Source: an optimization exercise on an open RTL-to-GDS flow (aim: small area, a short achievable clock period and few clock cycles per item). Production flows keep margins and buffers that such runs may drop.
Where RTL was checked, it was by simulation tests only, not by an equivalence proof against the original.
Power and IR drop assume default switching activity.

== run 1 ==
## fixflo_top
module fixflo_top (
  input  logic                          clk,
  input  logic                          reset,
  input  logic                          wb_cyc,
  input  logic                          wb_stb,
  input  logic                          wb_we,
  input  logic [fixflo_pkg::ADR_W-1:0]  wb_adr,
  input  logic [fixflo_pkg::DATA_W-1:0] wb_dat_i,
  output logic [fixflo_pkg::DATA_W-1:0] wb_dat_o,
  output logic                          wb_ack
);
  localparam logic [1:0] OP_ADD = 2'd0;
  localparam logic [1:0] OP_MUL = 2'd1;
  localparam logic [1:0] OP_FLT = 2'd2;
  logic [15:0] reg_a, reg_b;
  logic [15:0] res;         
  logic [3:0]  flags;       
  logic        done;
  logic        busy;        
  logic        fin;         
  logic [1:0]  op;
  logic [2:0]  cnt;         
  logic [15:0] acc;
  logic        sticky;
  logic        c_flt, c_add, c_keep;
  logic [1:0]  d;
  logic req, acc_en, wr, rd_result, ctrl_wr, ab_wr, b_wr;
  logic [1:0] opc;
  assign req       = wb_cyc & wb_stb;
  assign acc_en    = req & ~wb_ack;
  assign wr        = acc_en & wb_we;
  assign rd_result = acc_en & ~wb_we & (wb_adr == fixflo_pkg::REG_RESULT);
  assign opc       = wb_dat_i[1:0];
  assign ctrl_wr   = wr & (wb_adr == fixflo_pkg::REG_CTRL);
  assign b_wr      = wr & (wb_adr == fixflo_pkg::REG_B);
  ...
Size: about 1100 cells after synthesis, roughly 87 flip-flops, ~41 I/O pins, roughly 0.0070 mm^2 of cells after synthesis.
clock: 7.7 ns
lec_check: 0
abc_area: 1
cap_margin: 20
core_margin: 2
core_utilization: 60
setup_slack_margin: 4.5
slew_margin: 20
standard.sh (not shown) runs the stock make flow with config.mk's settings and CLKGATE_MAP_FILE= SYNTH_SCRIPT=/design/flow/synth_recipe.tcl, a recipe that flattens the netlist after the stock synthesis.
==> flow/flow/run.sh <==
#!/bin/bash
set -euo pipefail
work=$(pwd)
{
  echo "include $work/config.mk"
  echo "export BUFFER_PORTS_ARGS = -buffer_cell sky130_fd_sc_hd__buf_2"
} > "$work/own_config.mk"
sed "s#DESIGN_CONFIG=[^ ]*#DESIGN_CONFIG=$work/own_config.mk#" standard.sh > own_standard.sh
bash own_standard.sh > "$work/own_flow.log" 2>&1
Testbench counts of run 1, summed over its fixed seeds: cycles 31,048, ops 2,400.
### run 1 -> run 2
--- a/flow/config.mk
+++ b/flow/config.mk
@@ -8 +7,0 @@
-export ABC_AREA = 1
@@ -11 +10 @@
-export CORE_UTILIZATION = 60
+export CORE_UTILIZATION = 40
==> comparison <==
Looking at iteration-0 DRC count of the detailed router, run 2 sits 2.7% above run 1.
Delta (run 2 minus run 1): fraction of the yosys area taken by sequential cells has increased, worst setup slack has decreased.
Per the comparison of run 2 with run 1, combinational-cell power consumption went down by 49%, proportion of synthesized area in mux cells went up by 3.3 points.
The total design power of run 1 and that of run 2 are within noise of each other.
From run 1 to run 2 the numbers moved as follows: length in cells of the worst reg-to-reg path lost 7, share of the clock period used by the worst path after layout picked up an extra 1.1 points, hold slack neither gained nor lost much, switching portion of total power lost 2.1 points, die area picked up an extra about 43%.
Input-level comparison between run 3 and run 2:
--- a/flow/config.mk
+++ b/flow/config.mk
@@ -7,0 +8 @@
+export ABC_AREA = 1
@@ -10,0 +12 @@
+export CTS_BUF_LIST = sky130_fd_sc_hd__clkbuf_8
### Flow results
Diff run 2 -> run 3: clock network power share decreased 13 points; area after synthesis increased 3.6%; distinct cell type count after synthesis decreased 14.
Compared with run 2, run 3 shows buffer count excluding the clock tree in the final layout that has gone down by more than 10%.
Worst-skew pair later-pin latency (lower): run 2
When run 3 is measured against run 2, its area of the die turns out 3.5% higher.
Compared to run 2, run 3 leaves more free space in the core.
Row total power: run 3 lower / run 2 higher
Aggregate global-route resource usage: run 3 < run 2
Compared to run 2, run 3 shows a wider setup margin.
What run 4 does differently from run 3 at the input level:
--- a/flow/config.mk
+++ b/flow/config.mk
@@ -12,2 +12 @@
-export CTS_BUF_LIST = sky130_fd_sc_hd__clkbuf_8
-export SETUP_SLACK_MARGIN = 4.5
+export SETUP_SLACK_MARGIN = 4.4
[summary]
Run 3 finished end to end and its layout was clean on timing, DRC and antenna. Having completed the whole flow, run 4 delivered a layout that passed the timing, DRC and antenna checks. Non-filler instance count after layout: run 4 vs run 3, no meaningful difference. Run 4 and run 3 ended up with roughly the same final routed wirelength across all metal layers. Flip-flop and latch share of the layout cell area down 0.20 points in run 4 wrt run 3. Transition at the pin with the smallest max-transition slack: higher on run 4. Diff run 3 -> run 4: fraction of final layout cells sized beyond drive strength 1 down 0.99 points; final non-filler cell area up 0.59%. Time the worst path needs with I/O delays and setup (higher): run 4. Summary of run 4 over run 3: share of flip-flops with an asynchronous set or reset stayed essentially flat, leakage power of the design rose by 0.042 nW, number of stages on the worst setup path rose by 2.
### run 4 -> run 5
--- a/flow/config.mk
+++ b/flow/config.mk
@@ -12 +12 @@
-export SETUP_SLACK_MARGIN = 4.4
+export SETUP_SLACK_MARGIN = 4.6
Results
Per the comparison of run 5 with run 4, share of cell area taken by flip-flops and latches decreased by 0.56 points relative to the old numbers, maximum cell stage delay along the critical path decreased by 0.30 ns relative to the old numbers, combined global-route utilization of all metal layers closely matched the old numbers, cell area increased by about 3% relative to the old numbers. Run 5 vs run 4: final routed wirelength across all metal layers up by a few percent. Summary: with run 4 as the reference, fill cell total of the finished layout in run 5 moved down slightly. Reported leakage power (run 5 vs. run 4) increases slightly. From run 4 to run 5, overall die area did not move at all.
Edits applied to the flow inputs when going from run 5 to run 6:
--- a/flow/config.mk
+++ b/flow/config.mk
@@ -12 +12 @@
-export SETUP_SLACK_MARGIN = 4.6
+export SETUP_SLACK_MARGIN = 4.5
[summary]
Compared with run 5, run 6 improves final area. Against run 5, run 6 reports a combinational share of power that is lower. The placement row count on run 6 is in line with that on run 5. Of the two values seen for cell with the largest stage delay on the worst path, dfxtp_1 was produced by run 6 and dfxtp_2 by run 5. After synthesis and placement, the instance count of run 6 is below that of run 5.

* * *

fixflo_top, a different RTL version from the one above (not shown whole).
For scale: about 850 cells after synthesis, about 87 flip-flops, about 6700 sq um of cells after synthesis.
export LEC_CHECK = 0
export CAP_MARGIN = 20
export CORE_MARGIN = 2
export CORE_UTILIZATION = 60
export SETUP_SLACK_MARGIN = 4.5
export SLEW_MARGIN = 20
create_clock -name core_clock -period 7.7 [get_ports {clk}]
Scripts as last shown in full above: flow/flow/run.sh
The first run went through all stages and came out clean.
Then changed:
CORE_UTILIZATION = 40   (was 60)
SETUP_SLACK_MARGIN = 4.3   (was 4.5)
After rerunning:
- critical path depth does not change
- final cell count is higher by 7.0%
- flip-flop and latch count does not change
Function was not checked in any run of this note: the RTL went through the layout flow alone.

* * *

The RTL this note starts from:
==> flow/design.v <==
`default_nettype none
package fixflo_pkg;
  localparam int DATA_W = 16;
  localparam int FRAC_W = 8;    
  localparam int MAN_W    = 10;
  localparam int EXP_W    = 5;
  localparam int EXP_BIAS = 15;
  localparam int EXP_MAX  = 31;
  localparam logic [DATA_W-1:0] QNAN = 16'h7E00;
  localparam int ADR_W = 3;
  localparam logic [ADR_W-1:0] REG_A      = 3'd0;
  localparam logic [ADR_W-1:0] REG_B      = 3'd1;
  localparam logic [ADR_W-1:0] REG_CTRL   = 3'd2;  
  localparam logic [ADR_W-1:0] REG_RESULT = 3'd3;
  localparam logic [ADR_W-1:0] REG_STATUS = 3'd4;
  localparam int STAT_FLAGS_LSB = 0;
  localparam int STAT_DONE      = 8;
  typedef enum logic [1:0] {
    OP_FIX_ADD = 2'd0,
    OP_FIX_MUL = 2'd1,
    OP_FLT_MUL = 2'd2
  } op_e;   
  typedef struct packed {
    logic overflow;
    logic zero;
    logic nan;
    logic prec_lost;
  } flags_t;
endpackage
`default_nettype wire
`timescale 1ns/1ps
`default_nettype none
module fixflo_top (
  input  logic                          clk,
  input  logic                          reset,
  input  logic                          wb_cyc,
  input  logic                          wb_stb,
  input  logic                          wb_we,
  input  logic [fixflo_pkg::ADR_W-1:0]  wb_adr,
  input  logic [fixflo_pkg::DATA_W-1:0] wb_dat_i,
  output logic [fixflo_pkg::DATA_W-1:0] wb_dat_o,
  output logic                          wb_ack
);
  localparam logic [1:0] OP_ADD = 2'd0;
  localparam logic [1:0] OP_MUL = 2'd1;
  localparam logic [1:0] OP_FLT = 2'd2;
  logic [15:0] reg_a, reg_b;
  logic [15:0] res;         
  logic [3:0]  flags;       
  logic        done;
  logic        busy;        
  logic        fin;         
  logic [1:0]  op;
  logic [2:0]  cnt;         
  logic [15:0] acc;
  logic        sticky;
  logic        c_flt, c_add, c_keep;
  logic [1:0]  d;
  logic req, acc_en, wr, rd_result, ctrl_wr;
  logic [1:0] opc;
  assign req       = wb_cyc & wb_stb;
  assign acc_en    = req & ~wb_ack;
  assign wr        = acc_en & wb_we;
  assign rd_result = acc_en & ~wb_we & (wb_adr == fixflo_pkg::REG_RESULT);
  assign opc       = wb_dat_i[1:0];
  assign ctrl_wr   = wr & (wb_adr == fixflo_pkg::REG_CTRL);
  logic [15:0] x;
  logic [15:0] acc_in;
  logic [17:0] sum;
  assign x      = c_flt ? {6'b000001, reg_a[9:0]} : reg_a;
  assign acc_in = (acc & {16{c_keep}}) | (reg_b & {16{c_add}});
  assign sum    = {2'b00, acc_in} + ({2'b00, x} & {18{d[0]}}) + ({1'b0, x, 1'b0} & {18{d[1]}});
  logic last;
  always_comb
    case (op)
      OP_MUL:  last = (cnt == 3'd7);
      OP_FLT:  last = (cnt == 3'd4);
      default: last = 1'b1;
    endcase
  logic       busy_nx, fin_nx;
  logic [1:0] op_nx;
  logic [2:0] cnt_nx;
  always_comb
  begin
    busy_nx = busy;
    fin_nx  = fin;
    op_nx   = op;
    cnt_nx  = cnt;
    if (reset)
    begin
      busy_nx = 1'b0;
      fin_nx  = 1'b0;
      cnt_nx  = 3'd0;
    end
    else if (ctrl_wr)
    begin
      busy_nx = (opc != 2'd3);
      fin_nx  = 1'b0;
      op_nx   = opc;
      cnt_nx  = (opc == OP_MUL) ? 3'd1 : 3'd0;
    end
    else if (fin)
    begin
      busy_nx = 1'b0;
      fin_nx  = 1'b0;
      cnt_nx  = 3'd0;
    end
    else if (busy)
    begin
      cnt_nx = cnt + 3'd1;
      fin_nx = last;
    end
  end
  logic        sr;
  logic [4:0]  ea, eb;
  logic [9:0]  fa, fb;
  logic        a_zero, b_zero, a_inf, b_inf, a_nan, b_nan;
  logic [5:0]  e_sum;
  logic [5:0]  e_unb;
  logic        c_nan, c_inf, c_zero;
  logic [11:0] pre;           
  assign sr     = reg_a[15] ^ reg_b[15];
  assign ea     = reg_a[14:10];
  assign eb     = reg_b[14:10];
  assign fa     = reg_a[9:0];
  assign fb     = reg_b[9:0];
  assign a_zero = (ea == 5'd0);
  assign b_zero = (eb == 5'd0);
  assign a_inf  = (ea == 5'd31) & (fa == 10'd0);
  assign b_inf  = (eb == 5'd31) & (fb == 10'd0);
  assign a_nan  = (ea == 5'd31) & (fa != 10'd0);
  assign b_nan  = (eb == 5'd31) & (fb != 10'd0);
  assign c_nan  = a_nan | b_nan | (a_inf & b_zero) | (b_inf & a_zero);
  assign c_inf  = a_inf | b_inf;
  assign c_zero = a_zero | b_zero;
  assign e_sum  = {1'b0, ea} + {1'b0, eb};
  assign e_unb  = e_sum - 6'd15;
  logic ovf0, ovf1, uf0, uf1;
  assign ovf0 = (e_sum >= 6'd46);
  assign ovf1 = (e_sum >= 6'd45);
  assign uf0  = (e_sum <  6'd16);
  assign uf1  = (e_sum <  6'd15);
  assign pre = {c_nan,
                ~c_nan & (c_inf | (~c_zero & ovf0)),
                ~c_nan & (c_inf | (~c_zero & ovf1)),
                ~c_nan & ~c_inf & (c_zero | uf0),
                ~c_nan & ~c_inf & (c_zero | uf1),
                ~c_zero & uf0,
                ~c_zero & uf1,
                e_unb[4:0]};
  logic [11:0] s_top;         
  logic        n;
  logic [9:0]  mant;
  logic [4:0]  f_exp;
  logic        f_nan, f_inf, f_zero, f_uf;
  logic [15:0] f_res;
  logic [3:0]  f_flags;
  assign s_top  = acc[11:0] + {1'b1, fa};    
  assign n      = s_top[11];
  assign mant   = n ? s_top[10:1] : s_top[9:0];
  assign f_exp  = n ? res[4:0] + 5'd1 : res[4:0];
  assign f_nan  = res[11];
  assign f_inf  = n ? res[9] : res[10];
  assign f_zero = n ? res[7] : res[8];
  assign f_uf   = n ? res[5] : res[6];
  always_comb
  begin
    if (f_nan)
      f_res = fixflo_pkg::QNAN;
    else if (f_inf)
      f_res = {sr, 5'h1F, 10'h0};
    else if (f_zero)
      f_res = {sr, 15'h0};
    else
      f_res = {sr, f_exp, mant};
  end
  assign f_flags = {f_inf, f_zero, f_nan,
                    f_uf | (~f_nan & ~f_inf & ~f_zero & (sticky | (n & s_top[0])))};
  logic [15:0] res_nx;
  logic [3:0]  flags_nx;      
  always_comb
  begin
    case (op)
      OP_MUL:
      begin
        res_nx   = {acc[7:0], res[7:0]};
        flags_nx = {(|acc[15:8]), (res_nx == 16'h0), 1'b0, sticky};
      end
      OP_FLT:
      begin
        res_nx   = f_res;
        flags_nx = f_flags;
      end
      default:
      begin
        res_nx   = {acc[13:0], res[7:6]};
        flags_nx = {acc[14], (res_nx == 16'h0), 2'b00};
      end
    endcase
  end
  always_ff @(posedge clk)
  begin
    acc    <= sum[17:2];
    busy   <= busy_nx;
    fin    <= fin_nx;
    op     <= op_nx;
    cnt    <= cnt_nx;
    c_flt  <= busy_nx & ~fin_nx & (op_nx == OP_FLT);
    c_add  <= busy_nx & ~fin_nx & (op_nx == OP_ADD);
    c_keep <= busy_nx & ~fin_nx & (cnt_nx != 3'd0);
    d      <= (busy_nx & (op_nx == OP_ADD)) ? 2'b01 : reg_b[2*cnt_nx +: 2];
    if (reset)
    begin
      wb_ack <= 1'b0;
      reg_a  <= '0;
      reg_b  <= '0;
      res    <= '0;
      flags  <= '0;
      done   <= 1'b0;
    end
    else
    begin
      wb_ack <= acc_en;
      if (wr && wb_adr == fixflo_pkg::REG_A) reg_a <= wb_dat_i;
      if (wr && wb_adr == fixflo_pkg::REG_B) reg_b <= wb_dat_i;
      if (rd_result) done <= 1'b0;
      if (fin)
      begin
        res   <= res_nx;
        flags <= flags_nx;
        done  <= 1'b1;
      end
      else if (busy)
      begin
        if ((op == OP_MUL && cnt[2]) || op == OP_ADD)
          res[7:0] <= {sum[1:0], res[7:2]};
        if (op == OP_FLT)
          res[11:0] <= pre;
      end
    end
    if (!busy || (!fin && (op == OP_FLT || !cnt[2])))
      sticky <= (c_keep & sticky) | (|sum[1:0]);
  end
  logic sel_a, sel_b, sel_res, sel_stat;
  always_ff @(posedge clk)
  begin
    sel_a    <= (wb_adr == fixflo_pkg::REG_A);
    sel_b    <= (wb_adr == fixflo_pkg::REG_B);
    sel_res  <= (wb_adr == fixflo_pkg::REG_RESULT);
    sel_stat <= (wb_adr == fixflo_pkg::REG_STATUS);
  end
  assign wb_dat_o = (reg_a & {16{sel_a}}) | (reg_b & {16{sel_b}}) | (res & {16{sel_res}}) |
                    ({7'd0, done, 4'd0, flags} & {16{sel_stat}});
endmodule
`default_nettype wire
==> flow/config.mk <==
export PLATFORM = sky130hd
export DESIGN_NAME = fixflo_top
export DESIGN_NICKNAME = fixflo_top
export VERILOG_FILES = /design/flow/design.v
export SDC_FILE = /design/flow/constraint.sdc
export NUM_CORES = 4
export LEC_CHECK = 0
export CAP_MARGIN = 20
export CORE_MARGIN = 2
export CORE_UTILIZATION = 40
export SETUP_SLACK_MARGIN = 4.5
export SLEW_MARGIN = 20
==> flow/constraint.sdc <==
create_clock -name core_clock -period 7.7 [get_ports {clk}]
set_input_delay 1.5400 -clock core_clock [delete_from_list [all_inputs] [get_ports {clk}]]
set_output_delay 1.5400 -clock core_clock [all_outputs]
set_load 0.01 [all_outputs]
Scripts as last shown in full above: flow/flow/run.sh
The baseline finished clean.
Testbench counts at the start, summed over its fixed seeds: cycles 32,316, ops 2,400.
Edit:
==> flow/run.sh (new file) <==
#!/bin/bash
# synth_recipe.tcl (not shown) runs the flow's synth.tcl, then flattens the netlist and writes it again
# the make line also repeats each setting of config.mk as NAME=value (left out here)
make -C /OpenROAD-flow-scripts/flow DESIGN_CONFIG=/design/flow/config.mk WORK_HOME=/design/flow/orfs CLKGATE_MAP_FILE= SYNTH_SCRIPT=/design/flow/synth_recipe.tcl finish
- ABC_AREA: not set -> 1
- CTS_BUF_LIST: not set -> sky130_fd_sc_hd__clkbuf_8
removed: flow/flow/run.sh
removed: flow/standard.sh
The changed run completed without violations.
Via count rose by 12%.
First-iteration DRC count rises by 35%.
Synthesized cell count climbs by 27%.
Design area climbs by 6.7%.

-- what the ideal ports hide --
Ports are ideal in the flow. The routed layouts listed here were re-timed in OpenROAD.
Step 1 (the two cells are an assumption about what drives the block):
set clk [get_ports {clk}]
set_driving_cell -lib_cell sky130_fd_sc_hd__clkbuf_16 $clk
set_driving_cell -lib_cell sky130_fd_sc_hd__buf_2 [delete_from_list [all_inputs] $clk]
Step 2 also shifts input and output timing later by t, the mid clock arrival at the registers, as if the neighbouring blocks saw the same clock.
Slacks: ideal ports / drivers / drivers and shift; pairs: ideal ports / drivers.
run | t (ns) | setup WS [ns] | latest minus earliest clock arrival (ns) | worst register clock-pin slew, ns | cell pins on the clock port's net
run 1 | 0.388 | 4.531 / 4.492 / 4.316 | 0.008 / 0.009 | 0.07 / 0.07 | 1
run 2 | 0.401 | 4.448 / 4.408 / 4.256 | 0.013 / 0.013 | 0.08 / 0.08 | 1
run 3 | 0.422 | 4.542 / 4.506 / 4.241 | 0.014 / 0.013 | 0.10 / 0.10 | 1
run 4 | 0.397 | 4.465 / 4.457 / 4.084 | 0.010 / 0.009 | 0.07 / 0.07 | 1
run 5 | 0.399 | 4.626 / 4.585 / 4.258 | 0.009 / 0.009 | 0.07 / 0.07 | 1
run 6 | 0.395 | 4.573 / 4.531 / 4.271 | 0.008 / 0.008 | 0.07 / 0.07 | 1
the first run of note 2 | 0.404 | 4.593 / 4.559 / 4.283 | 0.016 / 0.016 | 0.10 / 0.10 | 1
the second run of note 2 | 0.396 | 4.388 / 4.344 / 4.154 | 0.010 / 0.010 | 0.07 / 0.07 | 1
the first run of note 3 | 0.400 | 4.522 / 4.478 / 4.205 | 0.006 / 0.005 | 0.07 / 0.07 | 1
the second run of note 3 | 0.418 | 4.470 / 4.430 / 4.191 | 0.018 / 0.018 | 0.10 / 0.10 | 1
After both steps setup and hold are still met in every run listed. The setup slack of run 4, which loses most, moves by -0.008 ns with the drivers and by -0.381 ns with both steps.
